What follows belongs to an exercise in optimizing a design on an open flow for small area; a production flow would make more cautious choices.
Where RTL was checked, it was by simulation tests only, not by an equivalence proof against the original.

==> job 3335 <==
## axis_xgmii_tx
module axis_xgmii_tx (
    input  logic        clk,
    input  logic        rst,
    input  logic [63:0] tdata_i,
    input  logic [7:0]  tkeep_i,
    input  logic        tvalid_i,
    input  logic        tlast_i,
    input  logic        tuser_i,
    output logic        tready_o,
    output logic [63:0] xgmii_d_o,
    output logic [7:0]  xgmii_c_o
);
    logic [63:0] d1_q;      
    logic [63:0] d2_q;      
    logic [31:0] crc_q;     
    logic [31:0] crc_d;
    logic [7:1]  keep_q;    
    logic        err_q;
    logic        tready_q, start_q, data_q, last_q, tail_q, term_q;
    logic        tready_d, start_d, data_d, last_d, tail_d, term_d;
    logic        hold;
    logic [7:0]  sel;
    tx_frame_ctrl ctrl0 (
        .rst      (rst),
        .tvalid_i (tvalid_i),
        .tlast_i  (tlast_i),
        .err_i    (err_q),
        .keep_i   ({keep_q, 1'b1}),
        .tready_i (tready_q),
        .start_i  (start_q),
        .data_i   (data_q),
        .last_i   (last_q),
        .tail_i   (tail_q),
        .term_i   (term_q),
        .tready_o (tready_d),
        .start_o  (start_d),
        .data_o   (data_d),
        .last_o   (last_d),
        .tail_o   (tail_d),
        .term_o   (term_d),
        .sel_o    (sel),
        .hold_o   (hold)
    );
    crc32_d64 crc0 (
        .inv_i  (crc_q),
        .beat_i (d1_q),
        .sel_i  (sel),
        .hold_i (hold),
        .inv_o  (crc_d)
    );
    xgmii_tail_pack pack0 (
        .start_i (start_q),
        .data_i  (data_q),
  ...
==> module xgmii_tail_pack, before the edit <==
module xgmii_tail_pack (
    input  logic        start_i,
    input  logic        data_i,
    input  logic        tail_i,
    input  logic        term_i,
    input  logic        err_i,
    input  logic [7:0]  keep_i,
    input  logic [63:0] beat_i,    
    input  logic [31:0] fcs_i,     
    output logic [63:0] d_o,
    output logic [7:0]  c_o
);
    logic       tail_ok, tail_err;
    logic [8:0] k;                   
    logic [7:0] sel_d, sel_r;        
    logic [7:0] is_t;                
    logic [7:0] is_i;                
    logic [7:0] ch [8];              
    assign tail_ok  = tail_i & ~err_i;
    assign tail_err = tail_i & err_i;
    assign k        = {1'b0, keep_i};
    always_comb begin
        for (int j = 0; j < 8; j++) begin
            if (j == 0)      sel_d[j] = data_i | tail_ok;
            else if (j == 7) sel_d[j] = data_i | (tail_ok & k[7]);
            else             sel_d[j] = data_i | tail_err | (tail_ok & k[j]);
            if (j == 0)      sel_r[j] = term_i & k[4];
            else if (j < 4)  sel_r[j] = (tail_ok & ~k[j]) | (term_i & k[j+4]);
            else             sel_r[j] = tail_ok & ~k[j] & k[j-4];
            if (j < 4)       is_t[j] = term_i & k[j+3] & ~k[j+4];
            else if (j == 4) is_t[j] = term_i & k[7];
            else if (j < 7)  is_t[j] = tail_ok & k[j-5] & ~k[j-4];
            else             is_t[j] = (tail_ok & k[2] & ~k[3]) | tail_err;
            is_i[j] = ~(sel_d[j] | sel_r[j] | is_t[j] | start_i | (j == 0 && tail_err));
        end
        ch[0] = ({8{is_i[0]}} & xgmii_tx_pkg::xgmii_idle) | ({8{is_t[0]}} & xgmii_tx_pkg::xgmii_term) |
                ({8{tail_err}} & xgmii_tx_pkg::xgmii_error) | ({8{start_i}} & xgmii_tx_pkg::xgmii_start);
        for (int j = 1; j < 7; j++) begin
            ch[j] = ({8{is_i[j]}} & xgmii_tx_pkg::xgmii_idle) | ({8{is_t[j]}} & xgmii_tx_pkg::xgmii_term) |
                    ({8{start_i}} & xgmii_tx_pkg::eth_preamble);
        end
        ch[7] = ({8{is_i[7]}} & xgmii_tx_pkg::xgmii_idle) | ({8{is_t[7]}} & xgmii_tx_pkg::xgmii_term) |
                ({8{start_i}} & xgmii_tx_pkg::eth_sfd);
        for (int j = 0; j < 8; j++) begin
            c_o[j] = ~(sel_d[j] | sel_r[j] | (start_i && j != 0));
        end
    end
    for (genvar j = 0; j < 8; j++) begin : g_lane
        for (genvar b = 0; b < 8; b++) begin : g_bit
            xgmii_ao221 o (.a1_i(sel_d[j]), .a2_i(beat_i[8*j+b]), .b1_i(sel_r[j]),
                           .b2_i(fcs_i[8*(j%4)+b]), .c1_i(ch[j][b]), .y_o(d_o[8*j+b]));
        end
    end
endmodule
==> flow/config.mk <==
export PLATFORM = sky130hd
export DESIGN_NAME = axis_xgmii_tx
export DESIGN_NICKNAME = axis_xgmii_tx
export VERILOG_FILES = /design/flow/design.v
export SDC_FILE = /design/flow/constraint.sdc
export NUM_CORES = 4
export LEC_CHECK = 0
export CAP_MARGIN = 20
export CORE_MARGIN = 2
export CORE_UTILIZATION = 55
export CTS_BUF_LIST = sky130_fd_sc_hd__clkbuf_4 sky130_fd_sc_hd__clkbuf_8
export GPL_TIMING_DRIVEN = 1
export SETUP_SLACK_MARGIN = 0.05
export SLEW_MARGIN = 20
export SYNTH_HIERARCHICAL = 1
==> flow/constraint.sdc <==
create_clock -name core_clock -period 9.0 [get_ports {clk}]
set_input_delay 1.8000 -clock core_clock [delete_from_list [all_inputs] [get_ports {clk}]]
set_output_delay 1.8000 -clock core_clock [all_outputs]
set_load 0.01 [all_outputs]
standard.sh (not shown) runs the stock make flow with config.mk's settings and CLKGATE_MAP_FILE= SYNTH_SCRIPT=/design/flow/synth_recipe.tcl, a recipe that flattens the netlist after the stock synthesis.
==> flow/flow/run.sh <==
#!/bin/bash
# Layout: the standard flow (standard synthesis unchanged), with the input and
# output port buffers made of the smallest plain buffer cell.
set -euo pipefail
export BUFFER_PORTS_ARGS="-buffer_cell sky130_fd_sc_hd__buf_1"
bash standard.sh > standard_flow.log 2>&1
==> job 7127 (differences from job 3335) <==
--- a/flow/design.v
+++ b/flow/design.v
@@ -299,36 +299,33 @@
     output logic [7:0]  c_o
 );
     logic       tail_ok, tail_err;
-    logic [8:0] k;                   
-    logic [7:0] sel_d, sel_r;        
-    logic [7:0] is_t;                
-    logic [7:0] is_i;                
-    logic [7:0] ch [8];              
+    logic [7:0] sel_d, sel_r, is_t, is_i;
+    logic [7:0] ch [8];
     assign tail_ok  = tail_i & ~err_i;
     assign tail_err = tail_i & err_i;
-    assign k        = {1'b0, keep_i};
     always_comb begin
         for (int j = 0; j < 8; j++) begin
-            if (j == 0)      sel_d[j] = data_i | tail_ok;
-            else if (j == 7) sel_d[j] = data_i | (tail_ok & k[7]);
-            else             sel_d[j] = data_i | tail_err | (tail_ok & k[j]);
-            if (j == 0)      sel_r[j] = term_i & k[4];
-            else if (j < 4)  sel_r[j] = (tail_ok & ~k[j]) | (term_i & k[j+4]);
-            else             sel_r[j] = tail_ok & ~k[j] & k[j-4];
-            if (j < 4)       is_t[j] = term_i & k[j+3] & ~k[j+4];
-            else if (j == 4) is_t[j] = term_i & k[7];
-            else if (j < 7)  is_t[j] = tail_ok & k[j-5] & ~k[j-4];
-            else             is_t[j] = (tail_ok & k[2] & ~k[3]) | tail_err;
-            is_i[j] = ~(sel_d[j] | sel_r[j] | is_t[j] | start_i | (j == 0 && tail_err));
+            sel_d[j] = data_i | (tail_ok & keep_i[j]) | (tail_err && j >= 1 && j <= 6);
+            sel_r[j] = tail_ok & ~keep_i[j] & ((j < 4) ? 1'b1 : keep_i[(j+4)%8]);
+            if (j < 4) sel_r[j] = sel_r[j] | (term_i & keep_i[j+4]);
+            if (j < 4) begin
+                is_t[j] = term_i & keep_i[j+3] & ~keep_i[(j+4)%8];
+            end else if (j == 4) begin
+                is_t[j] = term_i & keep_i[7];
+            end else begin
+                is_t[j] = tail_ok & keep_i[j-5] & ~keep_i[j-4];
+            end
+            if (j == 7) is_t[j] = is_t[j] | tail_err;
+            is_i[j] = ~(sel_d[j] | sel_r[j] | is_t[j] | start_i | (tail_err && j == 0));
         end
-        ch[0] = ({8{is_i[0]}} & xgmii_tx_pkg::xgmii_idle) | ({8{is_t[0]}} & xgmii_tx_pkg::xgmii_term) |
-                ({8{tail_err}} & xgmii_tx_pkg::xgmii_error) | ({8{start_i}} & xgmii_tx_pkg::xgmii_start);
-        for (int j = 1; j < 7; j++) begin
-            ch[j] = ({8{is_i[j]}} & xgmii_tx_pkg::xgmii_idle) | ({8{is_t[j]}} & xgmii_tx_pkg::xgmii_term) |
-                    ({8{start_i}} & xgmii_tx_pkg::eth_preamble);
+        for (int j = 0; j < 8; j++) begin
+            ch[j] = ({8{is_i[j]}} & xgmii_tx_pkg::xgmii_idle) |
+                    ({8{is_t[j]}} & xgmii_tx_pkg::xgmii_term);
         end
-        ch[7] = ({8{is_i[7]}} & xgmii_tx_pkg::xgmii_idle) | ({8{is_t[7]}} & xgmii_tx_pkg::xgmii_term) |
-                ({8{start_i}} & xgmii_tx_pkg::eth_sfd);
+        ch[0] = ch[0] | ({8{start_i}} & xgmii_tx_pkg::xgmii_start) |
+                        ({8{tail_err}} & xgmii_tx_pkg::xgmii_error);
+        for (int j = 1; j < 7; j++) ch[j] = ch[j] | ({8{start_i}} & xgmii_tx_pkg::eth_preamble);
+        ch[7] = ch[7] | ({8{start_i}} & xgmii_tx_pkg::eth_sfd);
         for (int j = 0; j < 8; j++) begin
             c_o[j] = ~(sel_d[j] | sel_r[j] | (start_i && j != 0));
         end
Settings changed: CORE_UTILIZATION 55 to 40, CTS_BUF_LIST sky130_fd_sc_hd__clkbuf_4 sky130_fd_sc_hd__clkbuf_8 to sky130_fd_sc_hd__clkbuf_8, GPL_TIMING_DRIVEN 1 to 0.
==> job 5335 (differences from job 3335) <==
--- a/flow/design.v
+++ b/flow/design.v
@@ -299,36 +299,33 @@
     output logic [7:0]  c_o
 );
     logic       tail_ok, tail_err;
-    logic [8:0] k;                   
-    logic [7:0] sel_d, sel_r;        
-    logic [7:0] is_t;                
-    logic [7:0] is_i;                
-    logic [7:0] ch [8];              
+    logic [7:0] sel_d, sel_r, is_t, is_i;
+    logic [7:0] ch [8];
     assign tail_ok  = tail_i & ~err_i;
     assign tail_err = tail_i & err_i;
-    assign k        = {1'b0, keep_i};
     always_comb begin
         for (int j = 0; j < 8; j++) begin
-            if (j == 0)      sel_d[j] = data_i | tail_ok;
-            else if (j == 7) sel_d[j] = data_i | (tail_ok & k[7]);
-            else             sel_d[j] = data_i | tail_err | (tail_ok & k[j]);
-            if (j == 0)      sel_r[j] = term_i & k[4];
-            else if (j < 4)  sel_r[j] = (tail_ok & ~k[j]) | (term_i & k[j+4]);
-            else             sel_r[j] = tail_ok & ~k[j] & k[j-4];
-            if (j < 4)       is_t[j] = term_i & k[j+3] & ~k[j+4];
-            else if (j == 4) is_t[j] = term_i & k[7];
-            else if (j < 7)  is_t[j] = tail_ok & k[j-5] & ~k[j-4];
-            else             is_t[j] = (tail_ok & k[2] & ~k[3]) | tail_err;
-            is_i[j] = ~(sel_d[j] | sel_r[j] | is_t[j] | start_i | (j == 0 && tail_err));
+            sel_d[j] = data_i | (tail_ok & keep_i[j]) | (tail_err && j >= 1 && j <= 6);
+            sel_r[j] = tail_ok & ~keep_i[j] & ((j < 4) ? 1'b1 : keep_i[(j+4)%8]);
+            if (j < 4) sel_r[j] = sel_r[j] | (term_i & keep_i[j+4]);
+            if (j < 4) begin
+                is_t[j] = term_i & keep_i[j+3] & ~keep_i[(j+4)%8];
+            end else if (j == 4) begin
+                is_t[j] = term_i & keep_i[7];
+            end else begin
+                is_t[j] = tail_ok & keep_i[j-5] & ~keep_i[j-4];
+            end
+            if (j == 7) is_t[j] = is_t[j] | tail_err;
+            is_i[j] = ~(sel_d[j] | sel_r[j] | is_t[j] | start_i | (tail_err && j == 0));
         end
-        ch[0] = ({8{is_i[0]}} & xgmii_tx_pkg::xgmii_idle) | ({8{is_t[0]}} & xgmii_tx_pkg::xgmii_term) |
-                ({8{tail_err}} & xgmii_tx_pkg::xgmii_error) | ({8{start_i}} & xgmii_tx_pkg::xgmii_start);
-        for (int j = 1; j < 7; j++) begin
-            ch[j] = ({8{is_i[j]}} & xgmii_tx_pkg::xgmii_idle) | ({8{is_t[j]}} & xgmii_tx_pkg::xgmii_term) |
-                    ({8{start_i}} & xgmii_tx_pkg::eth_preamble);
+        for (int j = 0; j < 8; j++) begin
+            ch[j] = ({8{is_i[j]}} & xgmii_tx_pkg::xgmii_idle) |
+                    ({8{is_t[j]}} & xgmii_tx_pkg::xgmii_term);
         end
-        ch[7] = ({8{is_i[7]}} & xgmii_tx_pkg::xgmii_idle) | ({8{is_t[7]}} & xgmii_tx_pkg::xgmii_term) |
-                ({8{start_i}} & xgmii_tx_pkg::eth_sfd);
+        ch[0] = ch[0] | ({8{start_i}} & xgmii_tx_pkg::xgmii_start) |
+                        ({8{tail_err}} & xgmii_tx_pkg::xgmii_error);
+        for (int j = 1; j < 7; j++) ch[j] = ch[j] | ({8{start_i}} & xgmii_tx_pkg::eth_preamble);
+        ch[7] = ch[7] | ({8{start_i}} & xgmii_tx_pkg::eth_sfd);
         for (int j = 0; j < 8; j++) begin
             c_o[j] = ~(sel_d[j] | sel_r[j] | (start_i && j != 0));
         end
Settings changed: CORE_UTILIZATION 55 to 68, CTS_BUF_LIST sky130_fd_sc_hd__clkbuf_4 sky130_fd_sc_hd__clkbuf_8 to sky130_fd_sc_hd__clkbuf_8.
==> comparison table <==
Vias in the first global route: job 5335 10,800; job 7127 10,400; job 3335 10,400
Final critical delay including setup and external delays: job 5335 8.68 ns; job 7127 8.65 ns; job 3335 8.60 ns
Buffers inserted by post-CTS timing repair: job 5335 0; job 7127 1; job 3335 0
Register fraction of the total cell area: job 5335 0.245; job 7127 0.233; job 3335 0.243
Count of inverters other than clock inverters in the layout: job 5335 4; job 7127 4; job 3335 5
Area Overhead vs Synth: job 5335 15.9%; job 7127 21.9%; job 3335 16.6%
Final weighted congestion in routability-driven placement: job 5335 1.04; job 7127 0.985; job 3335 0.964
Routed length on met2: job 5335 20,000 µm; job 7127 20,900 µm; job 3335 20,300 µm
Length in cells of the worst reg-to-reg path: job 5335 26; job 7127 27; job 3335 27
Tightest slew margin relative to the limit: job 5335 0.251; job 7127 0.338; job 3335 0.244
Wire length on met1: job 5335 17,000 µm; job 7127 21,100 µm; job 3335 19,600 µm
Final design area excluding fillers: job 5335 14,600 µm²; job 7127 15,300 µm²; job 3335 14,600 µm²
Run status: job 5335 complete, no violations; job 7127 complete, no violations; job 3335 complete, no violations
Clk_buf instances: job 5335 18; job 7127 20; job 3335 17
Non-Filler Instances: job 5335 1,718; job 7127 1,843; job 3335 1,780
Path length in cells of the critical path: job 5335 26; job 7127 27; job 3335 27
Number of nets at the end of the flow: job 5335 1,553; job 7127 1,510; job 3335 1,559
Met1 layer usage reported by global route: job 5335 0.591; job 7127 0.404; job 3335 0.531
Xor-xnor portion of the synthesized cell area: job 5335 0.518; job 7127 0.518; job 3335 0.519
The RTL of job 3335 was laid out without a check of its function.

[re-timing with driven ports]
How much do the figures lean on ideal ports? The routed layouts below were timed once more, with nothing changed but the port constraints. Step 1 (the two cells are an assumption about what drives the block):
set clk [get_ports {clk}]
set_driving_cell -lib_cell sky130_fd_sc_hd__clkbuf_16 $clk
set_driving_cell -lib_cell sky130_fd_sc_hd__buf_2 [delete_from_list [all_inputs] $clk]
Step 2 moves the port delays by t, midway between the first and last clock arrival at a register: inputs arrive t later, outputs are due t later. That takes back most of the time a late clock gives input paths. a / b / c = ideal ports / drivers / drivers and shift; a / b = the first two.
run	t (ns)	setup slack, ns	worst register clock-pin slew, ns
job 3335	0.520	0.402 / 0.402 / 0.402	0.12 / 0.12
job 7127	0.549	0.348 / 0.348 / 0.348	0.11 / 0.11
job 5335	0.520	0.325 / 0.325 / 0.325	0.11 / 0.11
After both steps setup and hold are still met in every run listed.
